Background: an optimization exercise with open tools, aiming at small area, a short achievable clock period and few clock cycles per item. Do not read the settings as production practice. In this exercise RTL edits were held to simulation tests only and were not proved equivalent to the original. Power figures rest on the tool's default switching activity, not on a simulated workload.

**design/flow/config.mk**
```make
export PLATFORM = sky130hd
export DESIGN_NAME = sle_top
export DESIGN_NICKNAME = sle_top
export VERILOG_FILES = /design/flow/design.v
export SDC_FILE = /design/flow/constraint.sdc
export NUM_CORES = 4
export LEC_CHECK = 0
export CAP_MARGIN = 20
export CORE_MARGIN = 2
export CORE_UTILIZATION = 40
export PLACE_DENSITY = 0.6
export SLEW_MARGIN = 20
```
**design/flow/constraint.sdc**
```tcl
create_clock -name core_clock -period 3.9 [get_ports {clk}]
set_input_delay 0.7800 -clock core_clock [delete_from_list [all_inputs] [get_ports {clk}]]
set_output_delay 0.7800 -clock core_clock [all_outputs]
set_load 0.01 [all_outputs]
```
**design/flow/design.v**
```verilog
package sle_pkg;
    localparam int IDX_BITS = 9;
    typedef enum logic [1:0] {
        ACT_INSERT = 2'd0,
        ACT_GET    = 2'd1,
        ACT_LOCATE = 2'd2
    } action_t;
    typedef enum logic [1:0] {
        ST_DONE  = 2'd0,
        ST_RANGE = 2'd1,
        ST_FULL  = 2'd2
    } status_t;
    typedef struct packed {
        logic [1:0]         action;
        logic [4:0]         position;
        logic signed [31:0] item_value;
    } req_t;
    typedef struct packed {
        logic [1:0]         status;
        logic signed [31:0] read_value;
        logic [4:0]         found_position;
        logic [4:0]         count_now;
    } rsp_t;
    typedef struct packed {
        logic       insert_en;
        logic [4:0] slot;
    } cell_cmd_t;
endpackage
module sle_cell #(
    parameter int VALUE_BITS = 32,
    parameter int CNT_W      = 5,
    parameter int CELL_INDEX = 0
) (
    input  logic                  clk,
    input  sle_pkg::cell_cmd_t    cmd,
    input  logic [CNT_W-1:0]      count,
    input  logic [VALUE_BITS-1:0] key,
    input  logic [VALUE_BITS-1:0] prev,
    output logic [VALUE_BITS-1:0] value,
    output logic                  hit,
    output logic [VALUE_BITS-1:0] rd
);
    localparam logic [sle_pkg::IDX_BITS-1:0] IDX = sle_pkg::IDX_BITS'(CELL_INDEX);
    logic [VALUE_BITS-1:0]         value_reg;
    logic [sle_pkg::IDX_BITS-1:0]  slot_w;
    logic                          sel;
    logic                          live;
    assign slot_w = sle_pkg::IDX_BITS'(cmd.slot);
    assign sel    = (IDX == slot_w);
    assign live   = (IDX < sle_pkg::IDX_BITS'(count));
    always_ff @(posedge clk)
    begin
        if (cmd.insert_en)
        begin
            if (sel)
                value_reg <= key;
            else if (IDX > slot_w)
                value_reg <= prev;
        end
    end
    assign value = value_reg;
    assign hit   = live && (value_reg == key);
    assign rd    = sel ? value_reg : '0;
endmodule
module sequential_list_engine #(
    parameter int MAX_ENTRIES = 16,
    parameter int VALUE_BITS  = 32
) (
    input  logic          clk,
    input  logic          rst_n,
    input  logic          req_valid,
    output logic          req_stall,
    input  sle_pkg::req_t req,
    output logic          rsp_valid,
    input  logic          rsp_stall,
    output sle_pkg::rsp_t rsp
);
    localparam int CNT_W = $clog2(MAX_ENTRIES + 1);
    localparam int CMP_W = 10;
    logic [CNT_W-1:0]       count_reg, count_next;
    logic                   rsp_valid_reg, rsp_valid_next;
    sle_pkg::rsp_t          rsp_reg, rsp_next;
    logic                   accept;
    logic [CMP_W-1:0]       pos_w, cnt_w;
    logic                   insert_ok;
    logic [VALUE_BITS-1:0]  key;
    sle_pkg::cell_cmd_t     cmd;
    logic [VALUE_BITS-1:0]  cell_value [MAX_ENTRIES];
    logic [VALUE_BITS-1:0]  cell_rd    [MAX_ENTRIES];
    logic [MAX_ENTRIES-1:0] hit;
    logic [MAX_ENTRIES-1:0] first_hit;
    logic [VALUE_BITS-1:0]  rd_any;
    logic [sle_pkg::IDX_BITS-1:0] found_idx;
    assign req_stall = rsp_valid_reg && rsp_stall;
    assign accept    = req_valid && !req_stall;
    assign pos_w = CMP_W'(req.position);
    assign cnt_w = CMP_W'(count_reg);
    assign key   = VALUE_BITS'($unsigned(req.item_value));
    assign insert_ok = (req.action == sle_pkg::ACT_INSERT) && (pos_w != '0) &&
                       (pos_w <= cnt_w + CMP_W'(1)) && (cnt_w < CMP_W'(MAX_ENTRIES));
    assign cmd.insert_en = accept && insert_ok;
    assign cmd.slot      = req.position - 5'd1;
    genvar k;
    generate
        for (k = 0; k < MAX_ENTRIES; k++)
        begin : g_cell
            logic [VALUE_BITS-1:0] prev;
            if (k == 0)
            begin : g_head
                assign prev = key;
            end
            else
            begin : g_body
                assign prev = cell_value[k-1];
            end
            sle_cell #(
                .VALUE_BITS (VALUE_BITS),
                .CNT_W      (CNT_W),
                .CELL_INDEX (k)
            ) u_cell (
                .clk   (clk),
                .cmd   (cmd),
                .count (count_reg),
                .key   (key),
                .prev  (prev),
                .value (cell_value[k]),
                .hit   (hit[k]),
                .rd    (cell_rd[k])
            );
        end
    endgenerate
    assign first_hit = hit & (~hit + MAX_ENTRIES'(1));
    always_comb
    begin
        rd_any    = '0;
        found_idx = '0;
        for (int i = 0; i < MAX_ENTRIES; i++)
        begin
            rd_any = rd_any | cell_rd[i];
            if (first_hit[i])
                found_idx = found_idx | sle_pkg::IDX_BITS'(i + 1);
        end
    end
    always_comb
    begin
        count_next            = count_reg;
        rsp_next              = rsp_reg;
        rsp_valid_next        = rsp_valid_reg && rsp_stall;
        if (accept)
        begin
            rsp_valid_next         = 1'b1;
            rsp_next.status        = sle_pkg::ST_DONE;
            rsp_next.read_value    = '0;
            rsp_next.found_position = '0;
            case (req.action)
                sle_pkg::ACT_INSERT:
                begin
                    if ((pos_w == '0) || (pos_w > cnt_w + CMP_W'(1)))
                        rsp_next.status = sle_pkg::ST_RANGE;
                    else if (cnt_w >= CMP_W'(MAX_ENTRIES))
                        rsp_next.status = sle_pkg::ST_FULL;
                    else
                        count_next = count_reg + CNT_W'(1);
                end
                sle_pkg::ACT_GET:
                begin
                    if ((pos_w == '0) || (pos_w > cnt_w))
                        rsp_next.status = sle_pkg::ST_RANGE;
                    else
                        rsp_next.read_value = $signed(32'(rd_any));
                end
                sle_pkg::ACT_LOCATE:
                begin
                    rsp_next.found_position = found_idx[4:0];
                end
                default:
                begin
                    rsp_next.status = sle_pkg::ST_RANGE;
                end
            endcase
            rsp_next.count_now = 5'(count_next);
        end
    end
    always_ff @(posedge clk or negedge rst_n)
    begin
        if (!rst_n)
        begin
            count_reg     <= '0;
            rsp_valid_reg <= 1'b0;
        end
        else
        begin
            count_reg     <= count_next;
            rsp_valid_reg <= rsp_valid_next;
        end
    end
    always_ff @(posedge clk)
    begin
        rsp_reg <= rsp_next;
    end
    assign rsp_valid = rsp_valid_reg;
    assign rsp       = rsp_reg;
endmodule
module sle_top (
    input  logic        clk,
    input  logic        rst_n,
    input  logic        req_valid,
    output logic        req_stall,
    input  logic [1:0]  req_action,
    input  logic [4:0]  req_position,
    input  logic [31:0] req_item_value,
    output logic        rsp_valid,
    input  logic        rsp_stall,
    output logic [1:0]  rsp_status,
    output logic [31:0] rsp_read_value,
    output logic [4:0]  rsp_found_position,
    output logic [4:0]  rsp_count_now
);
    sle_pkg::req_t req;
    sle_pkg::rsp_t rsp;
    assign req.action     = req_action;
    assign req.position   = req_position;
    assign req.item_value = req_item_value;
    sequential_list_engine #(
        .MAX_ENTRIES (16),
        .VALUE_BITS  (32)
    ) u_engine (
        .clk       (clk),
        .rst_n     (rst_n),
        .req_valid (req_valid),
        .req_stall (req_stall),
        .req       (req),
        .rsp_valid (rsp_valid),
        .rsp_stall (rsp_stall),
        .rsp       (rsp)
    );
    assign rsp_status         = rsp.status;
    assign rsp_read_value     = rsp.read_value;
    assign rsp_found_position = rsp.found_position;
    assign rsp_count_now      = rsp.count_now;
endmodule
```
**design/flow/run.sh**
```bash
#!/bin/bash
# synth_recipe.tcl (not shown) runs the flow's synth.tcl, then flattens the netlist and writes it again
# the make line also repeats each setting of config.mk as NAME=value (left out here)
make -C /OpenROAD-flow-scripts/flow DESIGN_CONFIG=/design/flow/config.mk WORK_HOME=/design/flow/orfs CLKGATE_MAP_FILE= SYNTH_SCRIPT=/design/flow/synth_recipe.tcl finish
```
==> run summary <==
-- kinds of logic after synthesis --
kind of cell,count (synthesis),share of synthesized area [%]
AO/OA/AOI/OAI,334,7.843
XOR/XNOR,517,13.73
adder cells (fa/ha/maj),15,0.5689
buffers and inverters,271,3.967
flip-flops,562,51.07
multiplexers,447,15.25
AND/OR/NAND/NOR,477,7.578
-- through the flow --
step | utilization [%] | cells
final | 48.01 | 3957
after global routing | 48.01 | 3957
after CTS | 48.00 | 3955
after detailed placement | 45.45 | 3835
after global placement | 45.45 | 3835
after floorplan | - | 2623
-- per-layer routing --
| metal | global-route usage [%] | wire length (um) | vias to the layer above |
|---|---|---|---|
| met5 | 0 | 14 | - |
| met4 | 17.21 | 8194 | 2 |
| met3 | 5.062 | 11640 | 273 |
| met2 | 44.73 | 56840 | 1447 |
| met1 | 39.24 | 50410 | 12280 |
| li1 | - | - | 10320 |
-- power breakdown --
part | switching [W] | internal [W] | leakage (nW)
logic | 0.00128 | 0.000800 | 7.09
registers | 0.000125 | 0.00673 | 5.12
clock network | 0.00264 | 0.00354 | 1.02
-- path summary, 6_finish.rpt --
path	end	slack (ns)	cells past startpoint
worst max register to register	u_engine.g_cell[14].u_cell.value_reg[29]$_DFFE_PP_	0.42	14
worst min register to register	u_engine.g_cell[14].u_cell.value_reg[25]$_DFFE_PP_	0.60	2
worst max-delay path	u_engine.rsp_reg[20]$_SDFFCE_PP0P_	0.24	14
min in group core_clock	u_engine.g_cell[0].u_cell.value_reg[3]$_DFFE_PP_	0.54	1
max in group asynchronous	u_engine.count_reg[2]$_DFFE_PN0P_	3.25	1
worst min-delay path	u_engine.count_reg[0]$_DFFE_PN0P_	0.42	1
-- critical path: stages --
cell	delay, ns
clkdlybuf4s50_1	0.48
inv_1	0.07
ha_1	0.20
or2b_4	0.22
o21ai_1	0.12
a31oi_4	0.36
buf_4	0.18
nor2b_4	0.07
buf_12	0.16
buf_4	0.16
a22o_1	0.23
a221oi_1	0.29
nand4_1	0.32
o31a_1	0.36
-- layout make-up --
| cell class | instances | area (sq um) |
|---|---|---|
| Antenna cell | 2 | 5.005 |
| Clock buffer | 82 | 1797 |
| Clock inverter | 38 | 292.8 |
| Fill cell | 7221 | 42550 |
| Inverter | 19 | 71.32 |
| Multi-Input combinational cell | 1790 | 15010 |
| Sequential cell | 562 | 16850 |
| Tap cell | 1070 | 1339 |
| Timing Repair Buffer | 394 | 3934 |
-- synthesized netlist by cell type, drive strengths merged, types with 20 or more instances --
cell | n | area, sq um
edfxtp | 556 | 16700
o31a | 20 | 175.2
nor2 | 32 | 135.1
clkbuf | 82 | 307.8
nand4 | 108 | 675.7
nor4 | 73 | 469.2
nand3 | 35 | 175.2
a22oi | 186 | 1396
a22o | 25 | 219.0
a221oi | 20 | 181.4
mux2 | 445 | 5011
nand2 | 163 | 611.8
xor2 | 254 | 2225
nor3 | 22 | 132.6
buf | 170 | 929.6
xnor2 | 263 | 2303
==> reports/results.ini <==
[timing]
min_period_over_period_pct=93.94
finalClockSkew_ns=0.02814
timing.slew.headroom_pct=25.05
setup-violations-final=0
worst_hold_slack_ns=0.4182
layout_min_cycle_time_ns=3.664
max_freq_mhz=272.9
timing.final.hold_violations=0
rsz0062_at_grt=no
final_max_slew_viol_count=0
setup_slack_ns=0.2362
timing_worst_slew_pin_value_ns=1.124
setup-tns-final_ns=0

[worst_setup_path]
cp.required_ns=4.26
critical_path_peak_fanout=18
r2r_path_start=u_engine.count_reg[1]$_DFFE_PN0P_
startpoint_type=input pin
timing.critical_path.arrival_ns=4.03
critical_path.startpoint=req_position[0]
criticalPathCategory=in2reg
setup.worst_path.end_class=register

[global_routing]
grt_util_all_layers_pct=29.32
wire_length_of_the_first_global_routing_pass_mm=177.7
grt_pass1_vias=23830
gr-total-overflow=0
largest_net_degree_at_the_start_of_global_routing=37
grt_antenna_before_repair=3

[power_and_ir_drop]
max-vdd-ir-drop_mv=0.2614
report.power.total_w=0.01512
powerDensity_mw_per_mm2=384.8
p_leak_nw=13.22

[clock_tree]
post_cts.repair.setup_buffers=0
clock_sink_count=562
root_buffer=clkbuf_16
worst_setup_hold_path_clk_slew_ns=0.06
cts-htree-levels=3
numCtsBuffers=68
cts.hold.buffers_added=0
post_cts.resized_instances=0
cts_tree=done
clk-insertion-delay-late_ns=0.62
clk_path_buf_depth=3

[logic_synthesis]
synth_async_sr_flop_share_pct=1.068
synth_nets=2681
synthesis.instances=2623
ys_seq_area_share_pct=51.07
synthesis.area_per_instance_sq_um=12.58
mappedNetlistArea_sq_mm=0.03299
synthFlopType=edfxtp_1
ys_ff_latch=562
yosys.cell_types.count=64
synth_enable_flop_cells=556
yosysWarnings=19

[detailed_routing]
routed_via_density=6.147
routed_wirelength_mm=127.1
vias=24330
detail_route.first_pass.iterations=8
detail_route.drc_violations=0
drt.antenna.violating_nets=0
detail_route.iter0.violations=3482
wl_per_cell_um=32.12

[floorplan]
start_util_pct=40.31
fp.coreArea_sq_mm=0.08185
io_pins=89
fp.dieW_um=291.2
die_area_sq_mm=0.08479
chipHeight_um=291.2
placement_rows=105

[final_layout]
largest_register_ff_count=512
layout.cells.most_common=edfxtp_1
post_route_cells_drive_above_1_share_pct=31.13
layout.cells.most_common_list=edfxtp_1, mux2_2, xnor2_1, xor2_1, buf_4
layout-area-overhead-vs-synth_pct=19.11
post_layout_net_count=2893
postLayoutCellArea_sq_mm=0.03929

[place]
placement.io_buffers=88
detailed_place.area_sq_mm=0.03720
dp_hpwl_mm=96.71
detailedPlace.worstSlack_ns=-0.3080
gp_routability_congestion=1.052

[worst_hold_path]
hold_class=in2async

[outcome]
status=finished clean

[flow_run]
drv_cap=0

Testbench counts, summed over its fixed seeds: cycles 9,648, items 9,600.

==> port drivers added, routing unchanged <==
How much do the figures lean on ideal ports? The routed layout below was timed once more, with nothing changed but the port constraints.
Step 1: set_driving_cell puts a clkbuf_16 on clk and a buf_2 on each other input, an assumption about the parent block.
Step 2 also shifts input and output timing later by t, the mid clock arrival at the registers, as if the neighbouring blocks saw the same clock.
Three values: ideal, step 1, step 2; two values: the first two.
t (ns): 0.671
setup WS [ns]: 0.236 / 0.266 / -0.405
worst register clock-pin slew, ns: 0.06 / 0.06
cell pins on the clock port's net: 1
With both steps, setup timing fails in this run, where it was met with ideal ports. The setup slack of this run moves by +0.030 ns with the drivers and by -0.641 ns with both steps.
